Background: an optimization exercise with open tools, aiming at small area, a short achievable clock period and few clock cycles per item. Do not read the settings as production practice.
In this exercise RTL edits were held to simulation tests only and were not proved equivalent to the original.
Power and IR drop assume default switching activity.

## flow/run.sh

```bash
#!/bin/bash
# synth_recipe.tcl (not shown) runs the flow's synth.tcl, then flattens the netlist and writes it again
# the make line also repeats each setting of config.mk as NAME=value (left out here)
make -C /OpenROAD-flow-scripts/flow DESIGN_CONFIG=/design/flow/config.mk WORK_HOME=/design/flow/orfs CLKGATE_MAP_FILE= SYNTH_SCRIPT=/design/flow/synth_recipe.tcl finish
```

## flow/config.mk

```make
export PLATFORM = sky130hd
export DESIGN_NAME = battleship
export DESIGN_NICKNAME = battleship
export VERILOG_FILES = /design/flow/design.v
export SDC_FILE = /design/flow/constraint.sdc
export NUM_CORES = 4
export LEC_CHECK = 0
export CAP_MARGIN = 20
export CORE_MARGIN = 2
export CORE_UTILIZATION = 60
export SETUP_SLACK_MARGIN = 3.0
export SLEW_MARGIN = 20
```

## flow/constraint.sdc

```tcl
create_clock -name core_clock -period 6.0 [get_ports {clk}]
set_input_delay 1.2000 -clock core_clock [delete_from_list [all_inputs] [get_ports {clk}]]
set_output_delay 1.2000 -clock core_clock [all_outputs]
set_load 0.01 [all_outputs]
```

## flow/design.v

```verilog
`default_nettype none
package battleship_pkg;
    localparam int BOARD_SIZE  = 10;
    localparam int COORD_W     = 4;
    localparam int NUM_SHIPS   = 5;
    localparam int SHIP_IDX_W  = 3;
    localparam int SHIP_LEN_W  = 3;
    localparam int FLEET_CELLS = 17;
    localparam int HITS_W      = 5;
    localparam logic [NUM_SHIPS*SHIP_LEN_W-1:0] SHIP_LENGTHS =
        {3'd2, 3'd3, 3'd3, 3'd4, 3'd5};
    typedef enum logic [1:0] {
        CELL_EMPTY = 2'b00,
        CELL_MISS  = 2'b01,
        CELL_HIT   = 2'b10,
        CELL_SHIP  = 2'b11
    } cell_t;
    typedef enum logic [3:0] {
        RES_PLACED,
        RES_OFF_BOARD,
        RES_OVERLAP,
        RES_WRONG_PLAYER,
        RES_MISS,
        RES_HIT,
        RES_REPEAT,
        RES_WIN,
        RES_GAME_OVER
    } result_t;
endpackage
`default_nettype wire
`timescale 1ns/100ps
`default_nettype none
module battleship (
    input  logic                                clk,
    input  logic                                reset,
    input  logic                                cmd_valid,
    output logic                                cmd_ready,
    input  logic                                player,
    input  logic                                direction,
    input  logic [battleship_pkg::COORD_W-1:0]  row,
    input  logic [battleship_pkg::COORD_W-1:0]  col,
    output logic                                result_valid,
    output battleship_pkg::result_t             result,
    output logic                                game_over,
    output logic                                winner
);
    localparam int N = battleship_pkg::BOARD_SIZE;
    function automatic logic [3:0] span_of(input int i);
        case (i)
            0: span_of = 4'd4;
            1: span_of = 4'd3;
            2: span_of = 4'd2;
            3: span_of = 4'd2;
            default: span_of = 4'd1;
        endcase
    endfunction
    function automatic logic ge4(input logic [3:0] x, input logic [3:0] t);
        logic [3:0] g, p;
        g = x & ~t;
        p = x | ~t;
        ge4 = g[3] | (p[3] & g[2]) | (p[3] & p[2] & g[1]) | (p[3] & p[2] & p[1] & p[0]);
    endfunction
    logic           place_phase;     
    logic           expected;        
    logic           act;             
    logic           game_over_q, winner_q, rv_q;
    logic           hit_p, hit_pb;   
    logic           f_go, f_wp, f_pl, f_off, f_a, f_b, f_last;
    logic [4:0]     idx;             
    logic [4:1]     sg;              
    logic [4:0]     valid;           
    logic [4:0]     hits0, hits1;    
    logic [N-1:0]   shot0 [0:N-1];   
    logic [N-1:0]   shot1 [0:N-1];
    logic [3:0]     sr0 [0:4];       
    logic [3:0]     sc0 [0:4];
    logic           sd0 [0:4];
    logic [3:0]     sr1 [0:4];
    logic [3:0]     sc1 [0:4];
    logic           sd1 [0:4];
    logic [3:0] lim;             
    logic       last;            
    logic [3:0] r0 [0:4];
    logic [3:0] c0 [0:4];
    logic [3:0] r1 [0:4];
    logic [3:0] c1 [0:4];
    logic [2:0] span;            
    always_comb
    begin
        lim = sg[4] ? 4'd5 : sg[3] ? 4'd6 : sg[2] ? 4'd7 : 4'd8;
        span = sg[4] ? 3'd4 : sg[3] ? 3'd3 : sg[2] ? 3'd2 : sg[1] ? 3'd1 : 3'd0;
        last = act ? ((hits1 == 5'd16) | ((hits1 == 5'd15) & hit_p & hit_pb))
                   : ((hits0 == 5'd16) | ((hits0 == 5'd15) & hit_p & ~hit_pb));
        for (int i = 0; i < 5; i++)
        begin
            logic d;
            r0[i] = act ? sr1[i] : sr0[i];
            c0[i] = act ? sc1[i] : sc0[i];
            d     = act ? sd1[i] : sd0[i];
            r1[i] = r0[i] + (d ? 4'd0 : span_of(i));
            c1[i] = c0[i] + (d ? span_of(i) : 4'd0);
        end
    end
    logic [N-1:0] rsel, csel;
    logic         in_rng, fits;
    always_comb
        for (int i = 0; i < N; i++)
        begin
            rsel[i] = (row == 4'(i));
            csel[i] = (col == 4'(i));
        end
    assign in_rng = (row < 4'd10) && (col < 4'd10);
    assign fits   = in_rng && ge4(lim, direction ? col : row);
    logic [3:0] re, ce;
    assign re = row + (direction ? 4'd0 : 4'(span));
    assign ce = col + (direction ? 4'(span) : 4'd0);
    logic probe, overlap, is_ship;
    always_comb
    begin
        probe = 1'b0;
        for (int i = 0; i < 5; i++)
            if (valid[i] && ge4(r1[i], row) && ge4(re, r0[i]) && ge4(c1[i], col) && ge4(ce, c0[i]))
                probe = 1'b1;
    end
    assign overlap = probe;
    assign is_ship = probe;
    logic         is_shot;
    logic [N-1:0] rv0, rv1;
    always_comb
    begin
        for (int i = 0; i < N; i++)
        begin
            rv0[i] = |(shot0[i] & csel);
            rv1[i] = |(shot1[i] & csel);
        end
        is_shot = act ? |(rv1 & rsel) : |(rv0 & rsel);
    end
    logic [3:0] res;
    logic       do_place, do_shot, do_hit, do_miss, do_win, shoot_ok;
    assign shoot_ok = ~place_phase & (player == expected);
    always_comb
    begin
        do_place = ~game_over_q & (player == expected) & place_phase & fits & ~overlap;
        do_shot  = ~game_over_q & (player == expected) & ~place_phase & in_rng;
        do_miss  = do_shot & ~is_shot & ~is_ship;
        do_hit   = do_shot & ~is_shot & is_ship;
        do_win   = do_hit & last;
    end
    logic accept;
    assign accept = cmd_valid;   
    always_ff @(posedge clk)
    begin
        if (reset)
        begin
            place_phase <= 1'b1;
            expected    <= 1'b0;
            act         <= 1'b0;
            game_over_q <= 1'b0;
            rv_q        <= 1'b0;
            idx         <= 5'b00001;
            sg          <= 4'b1111;
            valid       <= 5'b00000;
            hits0       <= 5'd0;
            hits1       <= 5'd0;
            hit_p       <= 1'b0;
        end
        else
        begin
            rv_q  <= accept;
            hit_p <= accept & do_hit;
            if (hit_p)
            begin
                if (hit_pb)
                    hits1 <= hits1 + 5'd1;
                else
                    hits0 <= hits0 + 5'd1;
            end
            if (accept)
            begin
                if (do_place)
                begin
                    if (idx[4])
                    begin
                        expected <= ~expected;
                        act <= 1'b1;
                        if (expected)
                        begin
                            place_phase <= 1'b0;
                            idx         <= 5'b00000;
                            sg          <= 4'b0000;
                            valid       <= 5'b11111;
                        end
                        else
                        begin
                            idx   <= 5'b00001;
                            sg    <= 4'b1111;
                            valid <= 5'b00000;
                        end
                    end
                    else
                    begin
                        idx   <= {idx[3:0], 1'b0};
                        valid <= {valid[3:0], 1'b1};
                        sg[4] <= 1'b0;
                        sg[3] <= idx[0];
                        sg[2] <= idx[0] | idx[1] | idx[2];
                    end
                end
                if (do_miss)
                begin
                    expected <= ~expected;
                    act      <= ~act;
                end
                if (do_win)
                    game_over_q <= 1'b1;
            end
        end
    end
    always_ff @(posedge clk)
    begin
        hit_pb <= act;
        if (!game_over_q)
            winner_q <= expected;
        f_go   <= game_over_q;
        f_wp   <= player != expected;
        f_pl   <= place_phase;
        f_off  <= place_phase ? ~fits : ~in_rng;
        f_a    <= place_phase ? overlap : is_shot;
        f_b    <= is_ship;
        f_last <= last;
    end
    always_comb
        if (f_go)
            res = battleship_pkg::RES_GAME_OVER;
        else if (f_wp)
            res = battleship_pkg::RES_WRONG_PLAYER;
        else if (f_off)
            res = battleship_pkg::RES_OFF_BOARD;
        else if (f_pl)
            res = f_a ? battleship_pkg::RES_OVERLAP : battleship_pkg::RES_PLACED;
        else if (f_a)
            res = battleship_pkg::RES_REPEAT;
        else if (!f_b)
            res = battleship_pkg::RES_MISS;
        else
            res = f_last ? battleship_pkg::RES_WIN : battleship_pkg::RES_HIT;
    always_ff @(posedge clk)
    begin
        for (int i = 0; i < N; i++)
            for (int j = 0; j < N; j++)
            begin
                if (reset)
                begin
                    shot0[i][j] <= 1'b0;
                    shot1[i][j] <= 1'b0;
                end
                else if (accept && shoot_ok && rsel[i] && csel[j])
                begin
                    if (act)
                        shot1[i][j] <= 1'b1;
                    else
                        shot0[i][j] <= 1'b1;
                end
            end
    end
    always_ff @(posedge clk)
    begin
        for (int i = 0; i < 5; i++)
            if (idx[i])
            begin
                if (expected)
                begin
                    sr1[i] <= row;
                    sc1[i] <= col;
                    sd1[i] <= direction;
                end
                else
                begin
                    sr0[i] <= row;
                    sc0[i] <= col;
                    sd0[i] <= direction;
                end
            end
    end
    assign cmd_ready    = 1'b1;
    assign result_valid = rv_q;
    assign result       = battleship_pkg::result_t'(res);
    assign game_over    = game_over_q;
    assign winner       = winner_q & game_over_q;
endmodule
`default_nettype wire
```

==> results.cfg, run 1 <==
[cts]
cts.root.buffer_cell = clkbuf_16
clock-sinks = 328
worstSkewPairLatency_ps = 530
cts_inserted_buffers = 35
ctsLongestPathBuffers = 3
cts_max_level = 2
clk_pin_slew_worst_paths_ps = 60
cts_tree = built

[power]
p_clk_frac = 0.446
p_sw_frac = 0.234
switching_power_mw = 1.11
power.density_nw_per_um2 = 265
power.leakage_nw = 6.49
p_comb_frac = 0.074
internal_power_mw = 3.65
irDropWorstVdd_mv = 0.278
seqPwrFrac = 0.481

[drt]
wire_per_inst_um = 23.3
viasPerCell = 6.50
via_count = 13288
wirelength_um = 47600
drt_pass1_iterations = 6
drcViolationCount = 0
ant_nets = 0
drtIter0Drc = 1472

[grt]
grt_overflow = 0
grt_pass1_wl_um = 72300
grt_usage = 0.350
antenna_found_initial = 0
grt_pass1_vias = 12688
grt_max_degree = 120

[cells_and_area]
syn_to_final_growth_pct = 16.1
drive_gt1_frac = 0.161
stdcell_count = 2044
final_nets = 1740
final_cell_area_um2 = 17900
finish.utilization = 0.710
num_antenna_cells = 0

[worst_setup_path]
worst_ep_arrival_time_ps = 4280
worstSetupPathType = register to register
slowest_delay_ps = 430
cp-end-kind = register
cp_slowest_cell = dfxtp_4
path_max_fanout = 6
critPathLaunchType = register
cp.required_ps = 6410
cp_cell_sequence = buf_6 > mux2_4 > ha_1 > ha_1 > maj3_1 > maj3_2 > a221oi_2 > a211o_1 > o32ai_2 > nor3_4 > buf_6 > o21a_1 > mux2_2

[floorplan]
io_pins = 21
die_x_um = 164
row_count = 58
dieHeight_um = 164
start_util = 0.612
core-area_um2 = 25300
dieArea_um2 = 27000

[synth]
ys_ff_latch = 328
synthesis.area_um2 = 15400
yosysWarnings = 13
syn_nets = 1720
syn-instance-count = 1673
ys_types = 82
ys.flop_type = dfxtp_1
synth-async-reset-ratio = 0
synth_edf_count = 91
yosysSeqAreaShare = 0.484
avgSynthCellArea_um2 = 9.23

[placement]
post_dp_cell_area_um2 = 16000
port_buffers = 19
hpwlAfterDp_um = 29500
gp_congestion = 0.925
dp.cells = 1946

[run_status]
status = complete, no violations

[sta]
drv_slew = 0
timing_hold_violations_final = 0
layout_min_cycle_time_ps = 3860
setup_viol = 0
max_freq_ghz = 0.259
worst_slew_pin_slew_ps = 1170
post-route-period-util = 0.644
final.setup_skew_ps = 20.0
rsz0062_at_grt = true
slew_headroom = 0.218
tns_ps = 0

[run]
drv_cap = 0

[min_path]
hold_path.class = register to register
placed cells by master (no fill, tap or decap), types with 24 or more instances in the layout:
cell and n:
nor2_1 280, a21oi_1 244, dfxtp_1 235, edfxtp_1 91, buf_4 59, mux2i_1 49
inv_1 46, nand2_1 41, clkbuf_16 37, nor2b_1 31, nand2b_1 31, mux2_2 29
nand3_1 29, ha_1 26, nor3_1 24
area by class of cell:
cell class                 instances  area (um^2)
clock buffer                      53         1050
clock inverter                     5         67.6
sequential                       328         7480
multi-input combinational       1170         7700
inverter                          54          206
fill                            1956         7320
timing repair buffer             104         1020
tap                              330          413
per-stage QoR:
step                      worst slack [ps]  hold slack, ps  power [mW]
after floorplan                       1860             380        2.53
final                                 2140             431        4.76
after CTS                             2250             432        4.75
after global routing                  2070             437        4.88
after detailed placement               570             425        2.63
after global placement                 639             402        2.63
cells by family (layout without fill, tap and decap cells):
group / count (synthesis) / after routing / share of synthesized area
buf+inv: 177 / 216 / 0.0472
compound gates: 451 / 451 / 0.181
flops: 328 / 328 / 0.484
other cells: 1 / 1 / 0.000243
mux: 88 / 88 / 0.0622
simple gates: 555 / 557 / 0.172
fa+ha+maj: 49 / 49 / 0.0397
xor+xnor: 24 / 24 / 0.0136
power by group through the flow:
stage | Clock (mW) | Sequential (mW) | Combinational [mW]
6_report | 2.12 | 2.29 | 0.351
5_1_grt | 2.22 | 2.29 | 0.370
4_1_cts | 2.13 | 2.29 | 0.324
3_5_place_dp | 0 | 2.34 | 0.297
3_3_place_gp | 0 | 2.34 | 0.295
2_1_floorplan | 0 | 2.33 | 0.196
critical path, delay by kind of cell (launching register included):
family                   cells  cell delay [ps]
flip-flops                   1              430
AO/OA/AOI/OAI                4              700
buffers and inverters        2              380
multiplexers                 2              690
AND/OR/NAND/NOR              1              350
adder cells (fa/ha/maj)      4             1200
sequential cells by signal (all words and copies together) (netlist names), 3 cells and up:
register / cells
sd1: 5
shot1: 100
idx: 5
shot0: 100
sd0: 5
sr0: 20
sc1: 20
sg: 3
sr1: 20
sc0: 20
hits0: 5
hits1: 5
valid: 5
metal layers:
metal	part of all wire	GRT usage
met5	0	0
met4	0.059	0.193
met3	0.082	0.0660
met2	0.47	0.581
met1	0.38	0.430
cells in the mapped netlist (5+ instances only):
cell type / number / area [um^2]
o21ai_0: 28 / 140
nand4b_1: 10 / 87.6
mux2_2: 31 / 349
a22oi_1: 19 / 143
a21oi_1: 247 / 1240
nor4_1: 10 / 62.6
and2_1: 13 / 81.3
nor3_1: 29 / 145
a22o_1: 7 / 61.3
nand2_1: 43 / 161
a2111oi_0: 6 / 52.6
maj3_1: 9 / 90.1
buf_4: 6 / 45.0
nand4_1: 9 / 56.3
a211oi_1: 17 / 128
a221o_1: 7 / 70.1
nand3_1: 34 / 170
edfxtp_1: 91 / 2730
nor3b_1: 5 / 37.5
o31ai_1: 7 / 52.6
o32ai_1: 5 / 43.8
a221oi_1: 10 / 87.6
nand2b_1: 32 / 200
dfxtp_1: 237 / 4740
nor2_1: 292 / 1100
maj3_2: 6 / 67.6
a32oi_1: 9 / 78.8
nand3b_1: 9 / 67.6
nor2b_1: 32 / 200
o22ai_1: 13 / 81.3
ha_1: 30 / 375
and3_1: 9 / 56.3
xnor2_1: 13 / 114
buf_2: 22 / 110
o211ai_1: 11 / 82.6
a31oi_1: 14 / 87.6
o21a_1: 5 / 37.5
or3_1: 8 / 50.1
inv_1: 51 / 191
xor2_1: 11 / 96.3
mux2i_1: 53 / 531
clkbuf_1: 86 / 323
buf_1: 7 / 26.3
o221ai_1: 7 / 61.3
final timing paths:
check / start / endpoint / slack, ps / cells after the start
setup / recovery: act$_SDFFE_PP0P_ / expected$_SDFFE_PP0P_ / 2140 / 13
hold / removal: game_over_q$_SDFFE_PP0P_ / f_go$_DFF_P_ / 430 / 0
setup reg to reg: act$_SDFFE_PP0P_ / expected$_SDFFE_PP0P_ / 2140 / 13
hold reg to reg: game_over_q$_SDFFE_PP0P_ / f_go$_DFF_P_ / 430 / 0
repair_timing:
item                                    CTS  global route
endpoints found under the setup margin  161           119
pin swaps                                16            27
hold buffers                              0             0
resized for setup                        87            62
setup buffers                            28            10
gates cloned                              2             0
Testbench counts, summed over its fixed seeds: cycles 2,309, commands 2,269.
==> run 2: changes to the inputs <==
--- a/flow/design.v
+++ b/flow/design.v
@@ -54,6 +54,12 @@
             default: span_of = 4'd1;
         endcase
     endfunction
+    function automatic logic [3:0] addk(input logic [3:0] a, input logic [3:0] k);
+        addk = 4'd0;
+        for (int v = 0; v < 16; v++)
+            if (a == 4'(v))
+                addk = 4'(v) + k;
+    endfunction
     function automatic logic ge4(input logic [3:0] x, input logic [3:0] t);
         logic [3:0] g, p;
         g = x & ~t;
@@ -93,12 +99,15 @@
                    : ((hits0 == 5'd16) | ((hits0 == 5'd15) & hit_p & ~hit_pb));
         for (int i = 0; i < 5; i++)
         begin
-            logic d;
+            logic [3:0] er0, ec0, er1, ec1;
+            er0   = sd0[i] ? sr0[i] : addk(sr0[i], span_of(i));
+            ec0   = sd0[i] ? addk(sc0[i], span_of(i)) : sc0[i];
+            er1   = sd1[i] ? sr1[i] : addk(sr1[i], span_of(i));
+            ec1   = sd1[i] ? addk(sc1[i], span_of(i)) : sc1[i];
             r0[i] = act ? sr1[i] : sr0[i];
             c0[i] = act ? sc1[i] : sc0[i];
-            d     = act ? sd1[i] : sd0[i];
-            r1[i] = r0[i] + (d ? 4'd0 : span_of(i));
-            c1[i] = c0[i] + (d ? span_of(i) : 4'd0);
+            r1[i] = act ? er1 : er0;
+            c1[i] = act ? ec1 : ec0;
         end
     end
     logic [N-1:0] rsel, csel;
@@ -111,9 +120,16 @@
         end
     assign in_rng = (row < 4'd10) && (col < 4'd10);
     assign fits   = in_rng && ge4(lim, direction ? col : row);
-    logic [3:0] re, ce;
-    assign re = row + (direction ? 4'd0 : 4'(span));
-    assign ce = col + (direction ? 4'(span) : 4'd0);
+    logic [3:0] re, ce, rx, cx;
+    always_comb
+    begin
+        rx = sg[4] ? addk(row, 4) : sg[3] ? addk(row, 3) : sg[2] ? addk(row, 2) :
+             sg[1] ? addk(row, 1) : row;
+        cx = sg[4] ? addk(col, 4) : sg[3] ? addk(col, 3) : sg[2] ? addk(col, 2) :
+             sg[1] ? addk(col, 1) : col;
+        re = direction ? row : rx;
+        ce = direction ? cx : col;
+    end
     logic probe, overlap, is_ship;
     always_comb
     begin
--- a/flow/config.mk
+++ b/flow/config.mk
@@ -7,6 +7,6 @@
 export LEC_CHECK = 0
 export CAP_MARGIN = 20
 export CORE_MARGIN = 2
-export CORE_UTILIZATION = 60
+export CORE_UTILIZATION = 50
 export SETUP_SLACK_MARGIN = 3.0
 export SLEW_MARGIN = 20
==> results.cfg, run 2 <==
[power]
power.density_nw_per_um2 = 250
power.leakage_nw = 7.28
irDropWorstVdd_mv = 0.289

[cts]
worstSkewPairLatency_ps = 550
cts_max_level = 2
cts_tree = built
clock-sinks = 328
cts_inserted_buffers = 38
clk_pin_slew_worst_paths_ps = 60
ctsLongestPathBuffers = 3
cts.root.buffer_cell = clkbuf_16

[synth]
synthesis.area_um2 = 16100
ys.flop_type = dfxtp_1
synth-xor-area-share = 0.0329
syn-instance-count = 1737
syn_nets = 1760
post-synth-top-area-cell = dfxtp_1
ys_top_cells_by_area = dfxtp_1 (29%), edfxtp_1 (17%), a21oi_1 (7.7%)
synth_top_cell_area_share = 0.294
yosys.area_share.simple = 0.167
ys_types = 101
yosysWarnings = 13
yosys.area_share.adder = 0.0176
synth_common_cells = nor2_1 (273), a21oi_1 (247), dfxtp_1 (237)
synth.most_common_cell = nor2_1
synth_compound_area_frac = 0.197
synth_top_family_by_area = compound AO/OA/AOI/OAI gates
yosysSeqAreaShare = 0.464
synth_edf_count = 91
avgSynthCellArea_um2 = 9.28
synth-async-reset-ratio = 0
synthMuxAreaShare = 0.0725
ys_ff_latch = 328

[run_status]
status = complete, no violations

[drt]
wire_per_inst_um = 25.3
drcViolationCount = 0
via_count = 14478
viasPerCell = 6.50
drt_pass1_iterations = 5
ant_nets = 0
drtIter0Drc = 1488
wirelength_um = 56300

[cells_and_area]
top_regs = shot0 (100), shot1 (100)
final_nets = 1822
layout_common_cells = nor2_1 (268), a21oi_1 (239), dfxtp_1 (236), edfxtp_1 (91), buf_4 (81)
final_common_cell = nor2_1
final-seq-area_um2 = 7480
num_antenna_cells = 0
drive_gt1_frac = 0.202
multi_input_area_um2 = 8580
syn_to_final_growth_pct = 23.6
fillCellCount = 2686

[floorplan]
dieHeight_um = 184
core-area_um2 = 31600
die_x_um = 184
start_util = 0.510
row_count = 65
io_pins = 21
dieArea_um2 = 33700

[worst_setup_path]
r2r_start = sg[3]$_SDFFE_PP1P_
path_max_fanout = 4
worst_ep_arrival_time_ps = 3790
cp-end-kind = register
worstSetupPathType = primary input to register
crit_start = row[1]
r2r_cells = 10
endpoint = expected$_SDFFE_PP0P_
critPathLaunchType = primary input
cp.required_ps = 6410
regToRegSetupSlack_ps = 2830
timing.rr.end = expected$_SDFFE_PP0P_

[sta]
post-route-period-util = 0.563
max_freq_ghz = 0.296
timing_hold_violations_final = 0
tns_ps = 0
setup_ws_ps = 2620
setup_viol = 0
drv_slew = 0
fin_hold_ws_ps = 378
worst_slew_pin_slew_ps = 1210
slew_headroom = 0.192
layout_min_cycle_time_ps = 3380
rsz0062_at_grt = true
final.setup_skew_ps = 28.8

[grt]
grt_overflow = 0
grt_usage = 0.329
grt_max_degree = 86
antenna_found_initial = 0
grt_pass1_vias = 13942
grt_pass1_wl_um = 84200

[min_path]
hold_path.class = register to register
hold_depth = 0

[placement]
pre_cts_ws_ps = 1090
port_buffers = 19
gp_congestion = 0.903
hpwlAfterDp_um = 32800

[run]
drv_cap = 0
==> run 2: changes by cell type after synthesis, moves of 14 or more <==
| cell | change |
|---|---|
| mux2i_1 | +32 |
| nand3b_1 | +14 |
| nand2_1 | +14 |
| inv_1 | -22 |
| ha_1 | -20 |
| nor2_1 | -19 |
| xnor2_1 | +18 |
==> run 2: stage by stage <==
stage / area, um^2 / instances / util / power (mW)
floorplan: 16200 / 1737 / - / 2.52
global placement: 16500 / 2064 / 0.523 / 2.61
detailed placement: 16500 / 2064 / 0.523 / 2.61
CTS: 19500 / 2207 / 0.615 / 4.97
global route: 19900 / 2227 / 0.630 / 5.10
finish: 19900 / 2227 / 0.630 / 4.98
==> run 2: what timing repair did <==
| action | CTS | global route |
|---|---|---|
| endpoints found under the setup margin | 184 | 60 |
| pin swaps | 48 | 43 |
| gates cloned | 23 | 2 |
| buffers inserted | 54 | 18 |
| gates resized for setup | 154 | 58 |
| hold buffers | 0 | 0 |
==> run 2: how the worst min path moves through the flow <==
stage,startpoint,end
after CTS,game_over_q$_SDFFE_PP0P_,f_go$_DFF_P_
after global placement,game_over_q$_SDFFE_PP0P_,f_go$_DFF_P_
final,game_over_q$_SDFFE_PP0P_,f_go$_DFF_P_
after detailed placement,game_over_q$_SDFFE_PP0P_,f_go$_DFF_P_
after global routing,game_over_q$_SDFFE_PP0P_,f_go$_DFF_P_
after floorplan,place_phase$_SDFFE_PP1P_,f_pl$_DFF_P_
==> run 2: kinds of logic after synthesis <==
group,Yosys count
XOR/XNOR,58
AND/OR/NAND/NOR,554
adder cells (fa/ha/maj),25
other,1
multiplexers,112
buffers and inverters,163
AO/OA/AOI/OAI,496
flip-flops,328
==> run 2: worst max-delay path, stage by stage <==
cell and delay [ps]:
buf_2 160, or2_2 360, nor3_1 670, o41ai_2 210, o2111ai_2 170, nor4_2 80
a22oi_2 170, buf_6 150, nor3_4 40, o2111a_2 290, mux2_4 290
==> run 2: layout make-up <==
type                            instances  share of cell area
Clock buffer                           55              0.0546
Sequential cell                       328               0.375
Clock inverter                         11             0.00559
Multi-Input combinational cell       1248               0.431
Tap cell                              402              0.0252
Inverter                               32             0.00634
Timing Repair Buffer                  151               0.102
==> run 2: power breakdown <==
part,internal (mW),total [mW],switching [mW]
combinational,0.182,0.439,0.257
sequential,2.28,2.29,0.00683
clock,1.31,2.26,0.945
total,3.77,4.98,1.21
==> run 2: routing by layer <==
metal	vias to the layer above	GRT usage	part of all wire	routed length (um)
met5	-	0	0	0
met4	0	0.192	0.069	3890
met3	251	0.0571	0.082	4620
met2	791	0.545	0.47	26300
met1	6990	0.404	0.38	21600
li1	6446	-	-	-
Testbench counts of run 2, summed over its fixed seeds: cycles 2,309, commands 2,269.
==> run 3: changes to the inputs <==
--- a/flow/config.mk
+++ b/flow/config.mk
@@ -8,5 +8,5 @@
 export CAP_MARGIN = 20
 export CORE_MARGIN = 2
 export CORE_UTILIZATION = 50
-export SETUP_SLACK_MARGIN = 3.0
+export SETUP_SLACK_MARGIN = 3.5
 export SLEW_MARGIN = 20
==> results.cfg, run 3 <==
[sta]
slew_headroom = 0.245
rsz0062_at_grt = true
setup_viol = 0
setup_ws_ps = 2660
max_freq_ghz = 0.299
timing_hold_violations_final = 0
worst_slew_pin_slew_ps = 1130
post-route-period-util = 0.557
layout_min_cycle_time_ps = 3340
drv_slew = 0
tns_ps = 0
final.setup_skew_ps = 11.1

[drt]
drt_pass1_iterations = 7
wire_per_inst_um = 25.4
viasPerCell = 6.46
drtIter0Drc = 1781
ant_nets = 0
wirelength_um = 57200
drcViolationCount = 0
via_count = 14517

[placement]
gp_congestion = 0.940
hpwlAfterDp_um = 33100
post_dp_cell_area_um2 = 16500
pre_cts_ws_ps = 1170
port_buffers = 19

[grt]
grt_usage = 0.336
grt_max_degree = 90
grt_pass1_wl_um = 86000
grt_overflow = 0
antenna_found_initial = 0
grt_pass1_vias = 13930

[power]
p_comb_frac = 0.084
power.density_nw_per_um2 = 249
p_sw_frac = 0.232
p_clk_frac = 0.463
power.leakage_nw = 7.42
switching_power_mw = 1.18
seqPwrFrac = 0.452
internal_power_mw = 3.88
irDropWorstVdd_mv = 0.235

[worst_setup_path]
cp_common_cell = buf_16
worstSetupPathType = primary input to register
critPathLaunchType = primary input
slowest_delay_ps = 370
timing.rr.end = idx[2]$_SDFFE_PP0P_
worst_ep_arrival_time_ps = 3760
cp.required_ps = 6420
path_max_fanout = 17
cp-end-kind = register
cp_slowest_cell = o211ai_4
endpoint = idx[2]$_SDFFE_PP0P_
crit_start = col[1]
cp_cell_sequence = buf_16 > buf_16 > nand2_2 > o211ai_4 > o2bb2ai_4 > nor2_1 > nor4_1 > nand4_1 > o31ai_4 > buf_6 > buf_12 > nor3_4 > buf_4 > a41o_1
r2r_start = sg[3]$_SDFFE_PP1P_
r2r_cells = 13
regToRegSetupSlack_ps = 2700

[cts]
worstSkewPairLatency_ps = 530
holdBufCountCts = 0
clk_pin_slew_worst_paths_ps = 60
cts_tree = built
clock-sinks = 328
cts_inserted_buffers = 38
cts_max_level = 2
cts.root.buffer_cell = clkbuf_16
ctsLongestPathBuffers = 3

[synth]
post-synth-top-area-cell = dfxtp_1
synthMuxAreaShare = 0.0725
yosysSeqAreaShare = 0.464
syn-instance-count = 1737
ys.flop_type = dfxtp_1
syn_nets = 1760
synth_edf_count = 91
yosys.area_share.simple = 0.167
synth_top_cell_area_share = 0.294
ys_top_cells_by_area = dfxtp_1 (29%), edfxtp_1 (17%), a21oi_1 (7.7%)
yosysWarnings = 13
synth.most_common_cell = nor2_1
synth_compound_area_frac = 0.197
synth_top_family_by_area = compound AO/OA/AOI/OAI gates
synthesis.area_um2 = 16100
yosys.area_share.adder = 0.0176
synth-xor-area-share = 0.0329
ys_types = 101
synth-async-reset-ratio = 0
avgSynthCellArea_um2 = 9.28
ys_ff_latch = 328
synth_common_cells = nor2_1 (273), a21oi_1 (247), dfxtp_1 (237)

[run_status]
status = complete, no violations

[floorplan]
die_x_um = 184
dieArea_um2 = 33700
start_util = 0.510
dieHeight_um = 184
core-area_um2 = 31600
row_count = 65
io_pins = 21

[run]
drv_cap = 0

[min_path]
hold_path.class = register to register
hp-start = game_over_q$_SDFFE_PP0P_

[cells_and_area]
num_antenna_cells = 0
final_cell_area_um2 = 20300
final_common_cell = nor2_1
finish.utilization = 0.641
final_nets = 1841
top_regs = shot0 (100), shot1 (100)
drive_gt1_frac = 0.223
syn_to_final_growth_pct = 25.8
layout_common_cells = nor2_1 (258), a21oi_1 (237), dfxtp_1 (232), buf_4 (92), edfxtp_1 (91)
## run 3: timing repair
action                     4_1_cts  5_1_grt
setup endpoints to repair      228      164
pin swaps                       68        9
gates resized for setup        269       31
gates cloned                    25        3
buffers inserted                84        6
## run 3: final cells by class
class                           instances  area, um^2
Fill cell                            2567       11400
Multi-Input combinational cell       1248        8730
Sequential cell                       328        7490
Timing Repair Buffer                  170        2170
Clock buffer                           57        1120
Tap cell                              402         503
Clock inverter                         10         135
Inverter                               32         129
## run 3: how the worst min path moves through the flow
stage	slack (ps)	depth (start not counted)	to
3_5_place_dp	380	0	f_go$_DFF_P_
4_1_cts	380	0	f_go$_DFF_P_
2_1_floorplan	390	0	f_pl$_DFF_P_
6_report	370	0	f_go$_DFF_P_
5_1_grt	380	0	f_go$_DFF_P_
3_3_place_gp	370	0	f_go$_DFF_P_
## run 3: worst max-delay path, delay by kind of cell
kind	cells	cell delay [ps]
buf+inv	5	740
compound gates	4	950
simple gates	5	840
## run 3: per-stage QoR
step                      power [mW]  hold slack (ps)  instances
final                           5.06              369       2247
after global routing            5.20              381       2247
after CTS                       5.07              378       2238
after detailed placement        2.61              375       2062
after global placement          2.61              374       2062
after floorplan                 2.52              389       1737
## run 3: routing by layer
layer | vias up | GRT usage | part of all wire
met3 | 230 | 0.0642 | 0.090
li1 | 6493 | - | -
met2 | 803 | 0.555 | 0.47
met5 | - | 0 | 0
met1 | 6991 | 0.415 | 0.38
met4 | 0 | 0.181 | 0.065
## run 3: cells by family (layout without fill, tap and decap cells)
kind of cell               Yosys count  count (layout)
DFF                                328             328
adders and majority gates           25              25
and+or+nand+nor                    554             554
xor gates and xnor gates            58              58
muxes                              112             112
buffers and inverters              163             269
AOI/OAI and AO/OA                  496             498
other                                1               1
## run 3: power by group through the flow
stage          registers, mW  clock network [mW]  logic [mW]
2_1_floorplan           2.33                   0       0.190
3_3_place_gp            2.33                   0       0.271
3_5_place_dp            2.33                   0       0.274
4_1_cts                 2.29                2.38       0.408
5_1_grt                 2.29                2.47       0.442
6_report                2.29                2.34       0.427
==> run 4: changes to the inputs <==
--- a/flow/config.mk
+++ b/flow/config.mk
@@ -7,6 +7,6 @@
 export LEC_CHECK = 0
 export CAP_MARGIN = 20
 export CORE_MARGIN = 2
-export CORE_UTILIZATION = 50
-export SETUP_SLACK_MARGIN = 3.5
+export CORE_UTILIZATION = 40
+export SETUP_SLACK_MARGIN = 3.0
 export SLEW_MARGIN = 20
==> results.cfg, run 4 <==
[synth]
syn_nets = 1760
ys_top_cells_by_area = dfxtp_1 (29%), edfxtp_1 (17%), a21oi_1 (7.7%)
synth_top_cell_area_share = 0.294
yosysSeqAreaShare = 0.464
synthesis.area_um2 = 16100
synth-async-reset-ratio = 0
ys_types = 101
ys_ff_latch = 328
ys.flop_type = dfxtp_1
avgSynthCellArea_um2 = 9.28
syn-instance-count = 1737
yosysWarnings = 13
post-synth-top-area-cell = dfxtp_1
synth_common_cells = nor2_1 (273), a21oi_1 (247), dfxtp_1 (237)
synth_edf_count = 91
synth.most_common_cell = nor2_1

[run_status]
status = complete, no violations

[cells_and_area]
multi_input_area_um2 = 8620
fillCellCount = 3645
top_regs = shot0 (100), shot1 (100)
layout_common_cells = nor2_1 (269), a21oi_1 (239), dfxtp_1 (236), edfxtp_1 (91), mux2i_1 (79)
syn_to_final_growth_pct = 23.8
final_common_cell = nor2_1
final_nets = 1805
final-seq-area_um2 = 7480
drive_gt1_frac = 0.198
num_antenna_cells = 0
final_cell_area_um2 = 20000

[placement]
port_buffers = 19
post_dp_cell_area_um2 = 16700
hpwlAfterDp_um = 32900
gp_congestion = 0.969

[sta]
drv_slew = 0
post-route-period-util = 0.557
final.setup_skew_ps = 10.8
timing_hold_violations_final = 0
worst_slew_pin_slew_ps = 1090
tns_ps = 0
rsz0062_at_grt = true
max_freq_ghz = 0.299
layout_min_cycle_time_ps = 3340
setup_viol = 0
slew_headroom = 0.273

[cts]
cts_max_level = 2
cts.root.buffer_cell = clkbuf_16
worstSkewPairLatency_ps = 560
holdBufCountCts = 0
cts_inserted_buffers = 37
ctsLongestPathBuffers = 3
clk_pin_slew_worst_paths_ps = 60
clock-sinks = 328
cts_tree = built

[worst_setup_path]
cp_slowest_cell = o31a_1
cp.required_ps = 6450
r2r_cells = 12
cp_num_cells = 14
r2r_start = sg[3]$_SDFFE_PP1P_
cp_cell_sequence = buf_16 > buf_4 > o211ai_1 > buf_4 > o211ai_4 > buf_12 > xnor2_4 > buf_4 > o221ai_1 > nand2_1 > nand4_1 > o31a_1 > o2111a_2 > mux2_4
path_max_fanout = 12
worst_ep_arrival_time_ps = 3790
slowest_delay_ps = 310
cp-end-kind = register
critPathLaunchType = primary input
cp_top_family = compound AO/OA/AOI/OAI gates
path_buf_inv = 5
cp_common_cell = buf_4
regToRegSetupSlack_ps = 2710
worstSetupPathType = primary input to register
timing.rr.end = expected$_SDFFE_PP0P_

[floorplan]
core-area_um2 = 39700
row_count = 73
io_pins = 21
die_x_um = 205
start_util = 0.406
dieArea_um2 = 41900
dieHeight_um = 205

[drt]
drt_pass1_iterations = 6
wirelength_um = 55000
drtIter0Drc = 1700
ant_nets = 0
viasPerCell = 6.08
drcViolationCount = 0
via_count = 14201
wire_per_inst_um = 23.5

[grt]
antenna_found_initial = 0
grt_usage = 0.259
grt_max_degree = 127
grt_pass1_wl_um = 82500
grt_overflow = 0
grt_pass1_vias = 13404

[power]
irDropWorstVdd_mv = 0.212
power.leakage_nw = 7.14
power.density_nw_per_um2 = 257

[min_path]
whs_endpoint = f_go$_DFF_P_
hold_path.class = register to register
hold_depth = 0
hp-start = game_over_q$_SDFFE_PP0P_

[run]
drv_cap = 0
==> run 4: cell counts after synthesis <==
No cell type changed its count.
==> run 4: worst max path at each step <==
stage | startpoint | end | slack [ps]
after floorplan | col[0] | expected$_SDFFE_PP0P_ | 2570
after detailed placement | row[0] | expected$_SDFFE_PP0P_ | 1210
after global routing | col[1] | valid[3]$_SDFFE_PP0P_ | 2560
after global placement | row[0] | expected$_SDFFE_PP0P_ | 1280
final | col[0] | expected$_SDFFE_PP0P_ | 2660
after CTS | col[0] | expected$_SDFFE_PP0P_ | 2770
==> run 4: cell families (layout without fill, tap and decap cells) <==
logic type	after synthesis	in the layout	synth area share
xor gates and xnor gates	58	58	0.0329
other	1	1	0.000233
adders and majority gates	25	25	0.0176
buffers and inverters	163	235	0.0493
AOI/OAI and AO/OA	496	498	0.197
muxes	112	112	0.0725
DFF	328	328	0.464
and+or+nand+nor	554	554	0.167
==> run 4: cell type report <==
cell class | instances | share of cell area
Tap cell | 525 | 0.0329
Multi-Input combinational cell | 1248 | 0.432
Clock buffer | 53 | 0.0552
Sequential cell | 328 | 0.375
Inverter | 32 | 0.00683
Timing Repair Buffer | 135 | 0.0892
Clock inverter | 15 | 0.00965
==> run 4: repair_timing <==
action / CTS / global route
pin swaps: 37 / 25
resized for setup: 158 / 57
endpoints found under the hold margin: 0 / 0
gates cloned: 15 / 3
endpoints found under the setup margin: 191 / 48
buffers inserted: 48 / 19
==> run 4: metal layers <==
metal  routed length [um]  part of all wire  up-vias  GRT usage
met5                    0                 0        -          0
met2                25200              0.46      713      0.418
met3                 4600             0.084      200     0.0472
li1                     -                 -     6421          -
met4                 2800             0.051        0      0.134
met1                22400              0.41     6867      0.331
==> run 4: power by group <==
| part | internal, mW | switching (mW) |
|---|---|---|
| logic | 0.178 | 0.251 |
| registers | 2.28 | 0.00749 |
| clock network | 1.46 | 0.954 |
==> run 4: stage by stage <==
| step | power, mW | setup WS (ps) | hold WS [ps] | instances | utilization |
|---|---|---|---|---|---|
| 2_1_floorplan | 2.52 | 2570 | 389 | 1737 | - |
| 3_3_place_gp | 2.61 | 1280 | 379 | 2183 | 0.420 |
| 3_5_place_dp | 2.61 | 1210 | 385 | 2183 | 0.420 |
| 4_1_cts | 5.12 | 2770 | 383 | 2314 | 0.490 |
| 5_1_grt | 5.26 | 2560 | 404 | 2336 | 0.502 |
| 6_report | 5.13 | 2660 | 382 | 2336 | 0.502 |
==> run 5: changes to the inputs <==
--- a/flow/design.v
+++ b/flow/design.v
@@ -73,8 +73,6 @@
     logic           hit_p, hit_pb;   
     logic           f_go, f_wp, f_pl, f_off, f_a, f_b, f_last;
     logic [4:0]     idx;             
-    logic [4:1]     sg;              
-    logic [4:0]     valid;           
     logic [4:0]     hits0, hits1;    
     logic [N-1:0]   shot0 [0:N-1];   
     logic [N-1:0]   shot1 [0:N-1];
@@ -90,11 +88,12 @@
     logic [3:0] c0 [0:4];
     logic [3:0] r1 [0:4];
     logic [3:0] c1 [0:4];
-    logic [2:0] span;            
+    logic [4:0] valid;
     always_comb
     begin
-        lim = sg[4] ? 4'd5 : sg[3] ? 4'd6 : sg[2] ? 4'd7 : 4'd8;
-        span = sg[4] ? 3'd4 : sg[3] ? 3'd3 : sg[2] ? 3'd2 : sg[1] ? 3'd1 : 3'd0;
+        lim = idx[0] ? 4'd5 : idx[1] ? 4'd6 : (idx[2] | idx[3]) ? 4'd7 : 4'd8;
+        for (int i = 0; i < 5; i++)
+            valid[i] = ~place_phase | ((idx >> (i + 1)) != 5'd0);
         last = act ? ((hits1 == 5'd16) | ((hits1 == 5'd15) & hit_p & hit_pb))
                    : ((hits0 == 5'd16) | ((hits0 == 5'd15) & hit_p & ~hit_pb));
         for (int i = 0; i < 5; i++)
@@ -123,10 +122,12 @@
     logic [3:0] re, ce, rx, cx;
     always_comb
     begin
-        rx = sg[4] ? addk(row, 4) : sg[3] ? addk(row, 3) : sg[2] ? addk(row, 2) :
-             sg[1] ? addk(row, 1) : row;
-        cx = sg[4] ? addk(col, 4) : sg[3] ? addk(col, 3) : sg[2] ? addk(col, 2) :
-             sg[1] ? addk(col, 1) : col;
+        rx = ({4{idx[0]}} & addk(row, 4)) | ({4{idx[1]}} & addk(row, 3)) |
+             ({4{idx[2] | idx[3]}} & addk(row, 2)) | ({4{idx[4]}} & addk(row, 1)) |
+             ({4{~|idx}} & row);
+        cx = ({4{idx[0]}} & addk(col, 4)) | ({4{idx[1]}} & addk(col, 3)) |
+             ({4{idx[2] | idx[3]}} & addk(col, 2)) | ({4{idx[4]}} & addk(col, 1)) |
+             ({4{~|idx}} & col);
         re = direction ? row : rx;
         ce = direction ? cx : col;
     end
@@ -174,8 +175,6 @@
             game_over_q <= 1'b0;
             rv_q        <= 1'b0;
             idx         <= 5'b00001;
-            sg          <= 4'b1111;
-            valid       <= 5'b00000;
             hits0       <= 5'd0;
             hits1       <= 5'd0;
             hit_p       <= 1'b0;
@@ -203,23 +202,15 @@
                         begin
                             place_phase <= 1'b0;
                             idx         <= 5'b00000;
-                            sg          <= 4'b0000;
-                            valid       <= 5'b11111;
                         end
                         else
                         begin
                             idx   <= 5'b00001;
-                            sg    <= 4'b1111;
-                            valid <= 5'b00000;
                         end
                     end
                     else
                     begin
                         idx   <= {idx[3:0], 1'b0};
-                        valid <= {valid[3:0], 1'b1};
-                        sg[4] <= 1'b0;
-                        sg[3] <= idx[0];
-                        sg[2] <= idx[0] | idx[1] | idx[2];
                     end
                 end
                 if (do_miss)
--- a/flow/config.mk
+++ b/flow/config.mk
@@ -7,6 +7,6 @@
 export LEC_CHECK = 0
 export CAP_MARGIN = 20
 export CORE_MARGIN = 2
-export CORE_UTILIZATION = 40
+export CORE_UTILIZATION = 50
 export SETUP_SLACK_MARGIN = 3.0
 export SLEW_MARGIN = 20
==> results.cfg, run 5 <==
[worst_setup_path]
slowest_delay_ps = 370
worstSetupPathType = primary input to register
cp_cell_sequence = buf_6 > buf_12 > nand2b_4 > nor2_2 > o31a_1 > or2_4 > a221o_1 > o211ai_1 > o211ai_1 > buf_4 > nor3b_4 > a21boi_4 > mux2_4
path_max_fanout = 11
cp-end-kind = register
worst_ep_arrival_time_ps = 3870
cp_slowest_cell = o31a_1
cp.required_ps = 6410
cp_common_cell = o211ai_1
critPathLaunchType = primary input

[drt]
drtIter0Drc = 1518
wire_per_inst_um = 24.3
drt_pass1_iterations = 6
wirelength_um = 52500
viasPerCell = 6.34
ant_nets = 0
drcViolationCount = 0
via_count = 13709

[cts]
cts_max_level = 2
ctsLongestPathBuffers = 3
cts.root.buffer_cell = clkbuf_16
cts_tree = built
holdBufCountCts = 0
worstSkewPairLatency_ps = 530
cts_inserted_buffers = 36
clk_pin_slew_worst_paths_ps = 60
clock-sinks = 320

[floorplan]
start_util = 0.505
die_x_um = 179
row_count = 64
io_pins = 21
dieHeight_um = 179
core-area_um2 = 30400
dieArea_um2 = 32200

[cells_and_area]
drive_gt1_frac = 0.210
top_regs = shot0 (100), shot1 (100)
final_common_cell = nor2_1
num_antenna_cells = 0
fillCellCount = 2531
syn_to_final_growth_pct = 24.8
stdcell_count = 2162
final_cell_area_um2 = 19200
layout_common_cells = nor2_1 (283), a21oi_1 (237), dfxtp_1 (223), buf_4 (91), edfxtp_1 (91)
finish.utilization = 0.631
final_nets = 1760

[placement]
hpwlAfterDp_um = 31000
pre_cts_ws_ps = 946
post_dp_cell_area_um2 = 16000
port_buffers = 19
gp_congestion = 0.898
dp.cells = 2007

[synth]
ys.flop_type = dfxtp_1
synth_edf_count = 91
ys_types = 84
yosysSeqAreaShare = 0.476
synth_common_cells = nor2_1 (293), a21oi_1 (243), dfxtp_1 (229)
ys_top_cells_by_area = dfxtp_1 (30%), edfxtp_1 (18%), a21oi_1 (7.9%)
yosysWarnings = 13
syn-instance-count = 1683
syn_nets = 1702
post-synth-top-area-cell = dfxtp_1
synth-async-reset-ratio = 0
ys_ff_latch = 320
synth_top_cell_area_share = 0.298
synth.most_common_cell = nor2_1
synthesis.area_um2 = 15400
avgSynthCellArea_um2 = 9.14

[run]
drv_cap = 0

[sta]
final.setup_skew_ps = 15.3
max_freq_ghz = 0.289
layout_min_cycle_time_ps = 3460
post-route-period-util = 0.577
setup_viol = 0
worst_slew_pin_slew_ps = 1150
fin_hold_ws_ps = 433
drv_slew = 0
setup_ws_ps = 2540
slew_headroom = 0.231
rsz0062_at_grt = true
timing_hold_violations_final = 0
tns_ps = 0

[grt]
grt_pass1_vias = 12939
grt_usage = 0.322
grt_pass1_wl_um = 78100
grt_overflow = 0
grt_max_degree = 139
antenna_found_initial = 0

[power]
power.leakage_nw = 6.93
power.density_nw_per_um2 = 259
p_total_mw = 4.98
irDropWorstVdd_mv = 0.335

[run_status]
status = complete, no violations

[min_path]
hold_path.class = register to register
==> run 5: changes by cell type after synthesis, moves of 11 or more <==
cell      change
mux2i_1      -13
xnor2_1      +11
nand3b_1     -17
nor2_1       +20
clkbuf_1     +19
buf_4        -16
buf_6        -11
==> run 5: area by class of cell <==
| class | instances | area [um^2] | area share |
|---|---|---|---|
| repair inverters | 1 | 7.51 | 0.000391 |
| clock buffers | 50 | 1070 | 0.0556 |
| flip-flops and latches | 320 | 7330 | 0.382 |
| well taps | 396 | 495 | 0.0258 |
| multi-input cells | 1209 | 8180 | 0.426 |
| clock inverters | 13 | 179 | 0.00932 |
| inverters | 24 | 105 | 0.00548 |
| repair buffers | 149 | 1830 | 0.0954 |
==> run 5: cells by family (layout without fill, tap and decap cells) <==
group,Yosys count,count (layout),synth area share
and+or+nand+nor,541,542,0.161
AOI/OAI and AO/OA,480,481,0.198
DFF,320,320,0.476
buffers and inverters,156,237,0.0408
muxes,100,100,0.0720
xor gates and xnor gates,62,62,0.0353
adders and majority gates,23,23,0.0161
other,1,1,0.000244
==> run 5: report_power, final <==
group          switching [mW]  internal, mW
registers             0.00660          2.23
logic                   0.252         0.177
clock network           0.903          1.41
total                    1.16          3.82
==> run 5: timing repair <==
action,in CTS,in global routing
resized for setup,177,51
setup endpoints to repair,165,34
gates cloned,15,2
setup buffers,57,17
pin swaps,32,30
==> run 5: path summary, 6_finish.rpt <==
check	slack, ps	from	depth (start not counted)	endpoint
hold reg to reg	430	game_over_q$_SDFFE_PP0P_	0	f_go$_DFF_P_
setup / recovery	2540	col[3]	13	expected$_SDFFE_PP0P_
hold / removal	430	game_over_q$_SDFFE_PP0P_	0	f_go$_DFF_P_
setup reg to reg	2620	idx[3]$_SDFFE_PP0P_	10	expected$_SDFFE_PP0P_
==> run 5: metal layers <==
metal | vias to the layer above | wire (um) | share of wire | track usage
li1 | 6227 | - | - | -
met2 | 713 | 24000 | 0.46 | 0.509
met3 | 179 | 4520 | 0.086 | 0.0551
met5 | - | 0 | 0 | 0
met4 | 0 | 2710 | 0.052 | 0.160
met1 | 6590 | 21300 | 0.41 | 0.429
==> run 5: critical path, delay by kind of cell <==
family / cells / cell delay, ps
AO/OA/AOI/OAI: 5 / 1140
multiplexers: 1 / 310
buffers and inverters: 3 / 460
AND/OR/NAND/NOR: 4 / 740
Testbench counts of run 5, summed over its fixed seeds: cycles 2,309, commands 2,269.
==> run 6: changes to the inputs <==
--- a/flow/design.v
+++ b/flow/design.v
@@ -94,8 +94,8 @@
         lim = idx[0] ? 4'd5 : idx[1] ? 4'd6 : (idx[2] | idx[3]) ? 4'd7 : 4'd8;
         for (int i = 0; i < 5; i++)
             valid[i] = ~place_phase | ((idx >> (i + 1)) != 5'd0);
-        last = act ? ((hits1 == 5'd16) | ((hits1 == 5'd15) & hit_p & hit_pb))
-                   : ((hits0 == 5'd16) | ((hits0 == 5'd15) & hit_p & ~hit_pb));
+        last = act ? ((hits1 == 5'b11000) | ((hits1 == 5'b11100) & hit_p & hit_pb))
+                   : ((hits0 == 5'b11000) | ((hits0 == 5'b11100) & hit_p & ~hit_pb));
         for (int i = 0; i < 5; i++)
         begin
             logic [3:0] er0, ec0, er1, ec1;
@@ -175,8 +175,8 @@
             game_over_q <= 1'b0;
             rv_q        <= 1'b0;
             idx         <= 5'b00001;
-            hits0       <= 5'd0;
-            hits1       <= 5'd0;
+            hits0       <= 5'b00001;
+            hits1       <= 5'b00001;
             hit_p       <= 1'b0;
         end
         else
@@ -186,9 +186,9 @@
             if (hit_p)
             begin
                 if (hit_pb)
-                    hits1 <= hits1 + 5'd1;
+                    hits1 <= {hits1[3:0], hits1[4] ^ hits1[2]};
                 else
-                    hits0 <= hits0 + 5'd1;
+                    hits0 <= {hits0[3:0], hits0[4] ^ hits0[2]};
             end
             if (accept)
             begin
--- a/flow/config.mk
+++ b/flow/config.mk
@@ -5,8 +5,9 @@
 export SDC_FILE = /design/flow/constraint.sdc
 export NUM_CORES = 4
 export LEC_CHECK = 0
+export ABC_AREA = 1
 export CAP_MARGIN = 20
 export CORE_MARGIN = 2
-export CORE_UTILIZATION = 50
-export SETUP_SLACK_MARGIN = 3.0
+export CORE_UTILIZATION = 40
+export SETUP_SLACK_MARGIN = 3.5
 export SLEW_MARGIN = 20
==> results.cfg, run 6 <==
[run_status]
status = complete, no violations

[floorplan]
start_util = 0.404
core-area_um2 = 39500
io_pins = 21
dieArea_um2 = 41600
row_count = 73
dieHeight_um = 204
die_x_um = 204

[placement]
gp_congestion = 0.877
port_buffers = 19
hpwlAfterDp_um = 31000
pre_cts_ws_ps = 1140

[power]
power.leakage_nw = 7.37
switching_power_mw = 1.23
irDropWorstVdd_mv = 0.158
power.density_nw_per_um2 = 252
p_comb_frac = 0.086
seqPwrFrac = 0.456
p_sw_frac = 0.250
internal_power_mw = 3.69
p_clk_frac = 0.458

[cts]
worstSkewPairLatency_ps = 550
clk_pin_slew_worst_paths_ps = 60
cts_tree = built
cts.root.buffer_cell = clkbuf_16
cts_inserted_buffers = 37
holdBufCountCts = 0
clock-sinks = 320
ctsLongestPathBuffers = 3
cts_max_level = 2

[synth]
syn_nets = 2243
synth.most_common_cell = nand2_1
ys_types = 39
syn-instance-count = 2230
yosysSeqAreaShare = 0.458
synth_edf_count = 91
synth-async-reset-ratio = 0
synth_common_cells = nand2_1 (442), nand3_1 (337), inv_1 (327)
yosysWarnings = 13
ys.flop_type = dfxtp_1
avgSynthCellArea_um2 = 7.17
ys_top_cells_by_area = dfxtp_1 (29%), edfxtp_1 (17%), nand3_1 (11%)
synth_top_cell_area_share = 0.287
post-synth-top-area-cell = dfxtp_1
ys_ff_latch = 320
synthesis.area_um2 = 16000

[cells_and_area]
top_regs = shot0 (100), shot1 (100)
num_antenna_cells = 0
fillCellCount = 3785
drive_gt1_frac = 0.144
final_nets = 2270
final_common_cell = nand2_1
syn_to_final_growth_pct = 22.2
layout_common_cells = nand2_1 (411), nand3_1 (328), inv_1 (317), dfxtp_1 (225), a21oi_1 (221)

[grt]
grt_util_met3 = 0.0368
use_met2 = 0.383
grtUsageMet1 = 0.351
grt_pass1_vias = 14148
grt_max_degree = 126
antenna_found_initial = 0
grt_usage = 0.251
grt_overflow = 0
grt_pass1_wl_um = 81400
top_usage_layer = met2

[sta]
post-route-period-util = 0.493
slew_headroom = 0.312
tns_ps = 0
worst_slew_pin_slew_ps = 1030
rsz0062_at_grt = true
max_freq_ghz = 0.338
timing_hold_violations_final = 0
layout_min_cycle_time_ps = 2960
drv_slew = 0
setup_ws_ps = 3040
setup_viol = 0
final.setup_skew_ps = 25.6

[drt]
via_count = 15403
drt_pass1_iterations = 6
drtIter0Drc = 1926
drcViolationCount = 0
wirelength_um = 53200
wire_per_inst_um = 18.9
ant_nets = 0
viasPerCell = 5.48

[worst_setup_path]
worstSetupPathType = primary input to register
cp.required_ps = 6450
worst_ep_arrival_time_ps = 3400
cp-end-kind = register
path_max_fanout = 8
critPathLaunchType = primary input

[run]
drv_cap = 0

[min_path]
hold_path.class = register to register
## run 6: changes by cell type in the layout (fill, tap and decap cells not counted), moves of 30 or more
cell and delta:
nand2_1 +354, o22ai_1 +70, nand3_1 +302, nor2_1 -164
xnor2_1 -41, o21ai_0 +39, inv_1 +298, mux2i_1 -72
buf_4 -30
## run 6: power groups by stage
stage	clock [mW]	sequential, mW	combinational [mW]
2_1_floorplan	0	2.29	0.187
3_3_place_gp	0	2.29	0.283
3_5_place_dp	0	2.29	0.286
4_1_cts	2.28	2.24	0.378
5_1_grt	2.37	2.24	0.450
6_report	2.26	2.24	0.423
## run 6: worst max-delay path, cell delays in order
cell	delay (ps)
buf_12	100
buf_12	130
nor2_4	80
buf_6	130
buf_12	120
nand2_8	100
buf_6	120
o22ai_2	50
nor2_1	130
nand2_1	70
o21ai_1	130
nand2_1	70
nor2_1	110
nand3b_1	150
a21oi_4	310
nand3_4	140
a21oi_1	180
nor2_1	60
## run 6: kinds of logic (layout without fill, tap and decap cells)
logic type	count (synthesis)	count (layout)	share of synthesized area
flip-flops	320	320	0.458
other	1	1	0.000235
AO/OA/AOI/OAI	420	420	0.141
XOR/XNOR	4	4	0.00219
AND/OR/NAND/NOR	1005	1015	0.281
buffers and inverters	480	524	0.119
## run 6: metrics by stage
stage               power (mW)  hold slack (ps)  cells  utilization  cell area [um^2]
finish                    4.92              411   2809        0.494             19500
global route              5.06              422   2809        0.494             19500
global placement          2.57              408   2660        0.417             16500
CTS                       4.90              405   2783        0.480             19000
floorplan                 2.47              326   2230            -             16000
detailed placement        2.58              405   2660        0.417             16500
## run 6: metal layers
layer	share of wire	up-vias
met4	0.038	0
li1	-	7411
met2	0.45	603
met3	0.074	128
met1	0.44	7261
met5	0	-
## run 6: final timing paths
| check | startpoint | endpoint | slack, ps | cells after the start |
|---|---|---|---|---|
| max | col[2] | act$_SDFFE_PP0P_ | 3040 | 18 |
| max reg2reg | act$_SDFFE_PP0P_ | act$_SDFFE_PP0P_ | 3180 | 9 |
| min reg2reg | game_over_q$_SDFFE_PP0P_ | f_go$_DFF_P_ | 410 | 0 |
| min | game_over_q$_SDFFE_PP0P_ | f_go$_DFF_P_ | 410 | 0 |
## run 6: final cells by class
class	count	area (um^2)	area share
well taps	525	657	0.0336
inverters	340	1380	0.0707
multi-input cells	1440	7580	0.388
clock buffers	50	1050	0.0536
flip-flops and latches	320	7330	0.375
clock inverters	16	164	0.00839
repair buffers	118	1380	0.0705
## run 6: timing repair
action | CTS | global route
buffers inserted | 43 | 24
resized for setup | 221 | 74
pin swaps | 47 | 46
cloned | 14 | 2
setup endpoints to repair | 220 | 215
hold endpoints to repair | 0 | 0
Testbench counts of run 6, summed over its fixed seeds: cycles 2,309, commands 2,269.
==> run 7: changes to the inputs <==
--- a/flow/config.mk
+++ b/flow/config.mk
@@ -9,5 +9,5 @@
 export CAP_MARGIN = 20
 export CORE_MARGIN = 2
 export CORE_UTILIZATION = 40
-export SETUP_SLACK_MARGIN = 3.5
+export SETUP_SLACK_MARGIN = 3.0
 export SLEW_MARGIN = 20
==> results.cfg, run 7 <==
[worst_setup_path]
cp_top_family = simple AND/OR/NAND/NOR gates
timing.rr.end = game_over_q$_SDFFE_PP0P_
r2r_cells = 16
slowest_delay_ps = 300
worst_ep_arrival_time_ps = 3500
cp.required_ps = 6430
path_buf_inv = 6
path_max_fanout = 7
cp-end-kind = register
regToRegSetupSlack_ps = 3160
r2r_start = act$_SDFFE_PP0P_
critPathLaunchType = primary input
worstSetupPathType = primary input to register
cp_slowest_cell = a21oi_4
cp_cell_sequence = buf_8 > buf_12 > buf_12 > nor2_4 > buf_6 > nand2_8 > buf_6 > buf_6 > o22ai_2 > nor2_1 > nand4_1 > nand2_1 > nand2_1 > nor2_1 > nand3b_1 > a21oi_4 > nand3_4 > a21oi_2 > nor2_1

[placement]
port_buffers = 19
dp.cells = 2663
hpwlAfterDp_um = 31900
pre_cts_ws_ps = 1170
post_dp_cell_area_um2 = 16500
gp_congestion = 0.881

[synth]
syn_nets = 2243
yosysWarnings = 13
post-synth-top-area-cell = dfxtp_1
ys.flop_type = dfxtp_1
synthesis.area_um2 = 16000
yosysSeqAreaShare = 0.458
ys_top_cells_by_area = dfxtp_1 (29%), edfxtp_1 (17%), nand3_1 (11%)
synth_edf_count = 91
ys_types = 39
ys_ff_latch = 320
avgSynthCellArea_um2 = 7.17
synth_top_cell_area_share = 0.287
synth-async-reset-ratio = 0
syn-instance-count = 2230
synth.most_common_cell = nand2_1
synth_common_cells = nand2_1 (442), nand3_1 (337), inv_1 (327)

[sta]
slew_headroom = 0.372
rsz0062_at_grt = true
worst_slew_pin_slew_ps = 938
drv_slew = 0
setup_ws_ps = 2930
setup_viol = 0
timing_hold_violations_final = 0
post-route-period-util = 0.512
layout_min_cycle_time_ps = 3070
tns_ps = 0
fin_hold_ws_ps = 443
max_freq_ghz = 0.325
final.setup_skew_ps = 32.9

[cells_and_area]
final_cell_area_um2 = 19300
stdcell_count = 2807
syn_to_final_growth_pct = 20.9
final_common_cell = nand2_1
drive_gt1_frac = 0.131
layout_common_cells = nand2_1 (421), nand3_1 (334), inv_1 (322), dfxtp_1 (227), a21oi_1 (222)
top_regs = shot0 (100), shot1 (100)
final_nets = 2266
num_antenna_cells = 0
finish.utilization = 0.489

[drt]
drtIter0Drc = 1754
wirelength_um = 52900
ant_nets = 0
drt_pass1_iterations = 6
drcViolationCount = 0
wire_per_inst_um = 18.8
via_count = 15555
viasPerCell = 5.54

[power]
p_total_mw = 5.08
power.leakage_nw = 7.45
power.density_nw_per_um2 = 263
irDropWorstVdd_mv = 0.173

[grt]
grt_pass1_wl_um = 81200
grt_overflow = 0
grt_max_degree = 90
grt_usage = 0.248
antenna_found_initial = 0
grt_pass1_vias = 14339

[cts]
clock-sinks = 320
holdBufCountCts = 0
cts_tree = built
cts_max_level = 2
cts.root.buffer_cell = clkbuf_16
cts_inserted_buffers = 38
worstSkewPairLatency_ps = 550
clk_pin_slew_worst_paths_ps = 60
ctsLongestPathBuffers = 3

[floorplan]
row_count = 73
dieHeight_um = 204
core-area_um2 = 39500
die_x_um = 204
dieArea_um2 = 41600
start_util = 0.404
io_pins = 21

[run]
drv_cap = 0

[min_path]
hold_depth = 0
whs_endpoint = f_go$_DFF_P_
hp-start = game_over_q$_SDFFE_PP0P_
hold_path.class = register to register

[run_status]
status = complete, no violations
## run 7: power breakdown
group / switching (mW) / leakage (nW) / internal (mW) / total, mW
clock network: 0.954 / 0.659 / 1.49 / 2.45
registers: 0.0102 / 2.68 / 2.23 / 2.24
logic: 0.267 / 4.11 / 0.124 / 0.391
total: 1.23 / 7.45 / 3.85 / 5.08
## run 7: metal layers
metal | track usage | part of all wire
met5 | 0 | 0
met4 | 0.0876 | 0.034
met3 | 0.0437 | 0.083
met2 | 0.393 | 0.45
met1 | 0.339 | 0.43
## run 7: cells by family (layout without fill, tap and decap cells)
group,after synthesis,in the layout,share of synthesized area
AO/OA/AOI/OAI,420,420,0.141
XOR/XNOR,4,4,0.00219
buffers and inverters,480,524,0.119
flip-flops,320,320,0.458
other,1,1,0.000235
AND/OR/NAND/NOR,1005,1013,0.281
## run 7: area by class of cell
| class | instances | area [um^2] |
|---|---|---|
| fill | 3805 | 20200 |
| multi-input combinational | 1438 | 7420 |
| sequential | 320 | 7320 |
| inverter | 340 | 1350 |
| timing repair buffer | 115 | 1230 |
| clock buffer | 54 | 1130 |
| tap | 525 | 657 |
| clock inverter | 15 | 209 |
## run 7: what timing repair did
action                                  4_1_cts  5_1_grt
endpoints found under the setup margin      181       20
gates cloned                                  9        5
buffers inserted                             44       17
pin swaps                                    34       45
gates resized for setup                     166       65
## run 7: worst max-delay path by stage
stage,startpoint,end,slack (ps),cells after the start
6_report,col[1],expected$_SDFFE_PP0P_,2930,19
5_1_grt,col[1],idx[4]$_SDFFE_PP0P_,2840,21
4_1_cts,col[2],expected$_SDFFE_PP0P_,2990,17
3_5_place_dp,col[0],act$_SDFFE_PP0P_,1170,15
3_3_place_gp,col[0],expected$_SDFFE_PP0P_,1130,15
2_1_floorplan,row[1],idx[1]$_SDFFE_PP0P_,3000,18

-- static timing again, ports no longer ideal --
In the flow no input, the clock included, has a driving cell. The finished layouts below were timed again as built, in two steps. Step 1 (the two cells are an assumption about what drives the block):
set clk [get_ports {clk}]
set_driving_cell -lib_cell sky130_fd_sc_hd__clkbuf_16 $clk
set_driving_cell -lib_cell sky130_fd_sc_hd__buf_2 [delete_from_list [all_inputs] $clk]
Step 2 also shifts input and output timing later by t, the mid clock arrival at the registers, as if the neighbouring blocks saw the same clock. Three values: no drivers, after step 1, after step 2; two values: the first two.
run	t, ns	setup slack, ns	hold WS [ns]	latest minus earliest clock arrival (ns)
run 1	0.569	2.136 / 2.136 / 1.572	0.431 / 0.431 / 0.431	0.020 / 0.020
run 2	0.583	2.620 / 2.526 / 1.943	0.378 / 0.378 / 0.378	0.030 / 0.030
run 3	0.580	2.657 / 2.424 / 1.844	0.369 / 0.369 / 0.369	0.018 / 0.018
run 4	0.608	2.657 / 2.595 / 1.987	0.382 / 0.382 / 0.382	0.012 / 0.012
run 5	0.573	2.541 / 2.424 / 1.851	0.433 / 0.433 / 0.433	0.024 / 0.024
run 6	0.598	3.045 / 3.039 / 2.441	0.411 / 0.411 / 0.411	0.028 / 0.028
run 7	0.599	2.925 / 2.928 / 2.329	0.443 / 0.443 / 0.443	0.036 / 0.036
After both steps setup and hold are still met in every run listed. The setup slack of run 3, which loses most, moves by -0.233 ns with the drivers and by -0.813 ns with both steps.
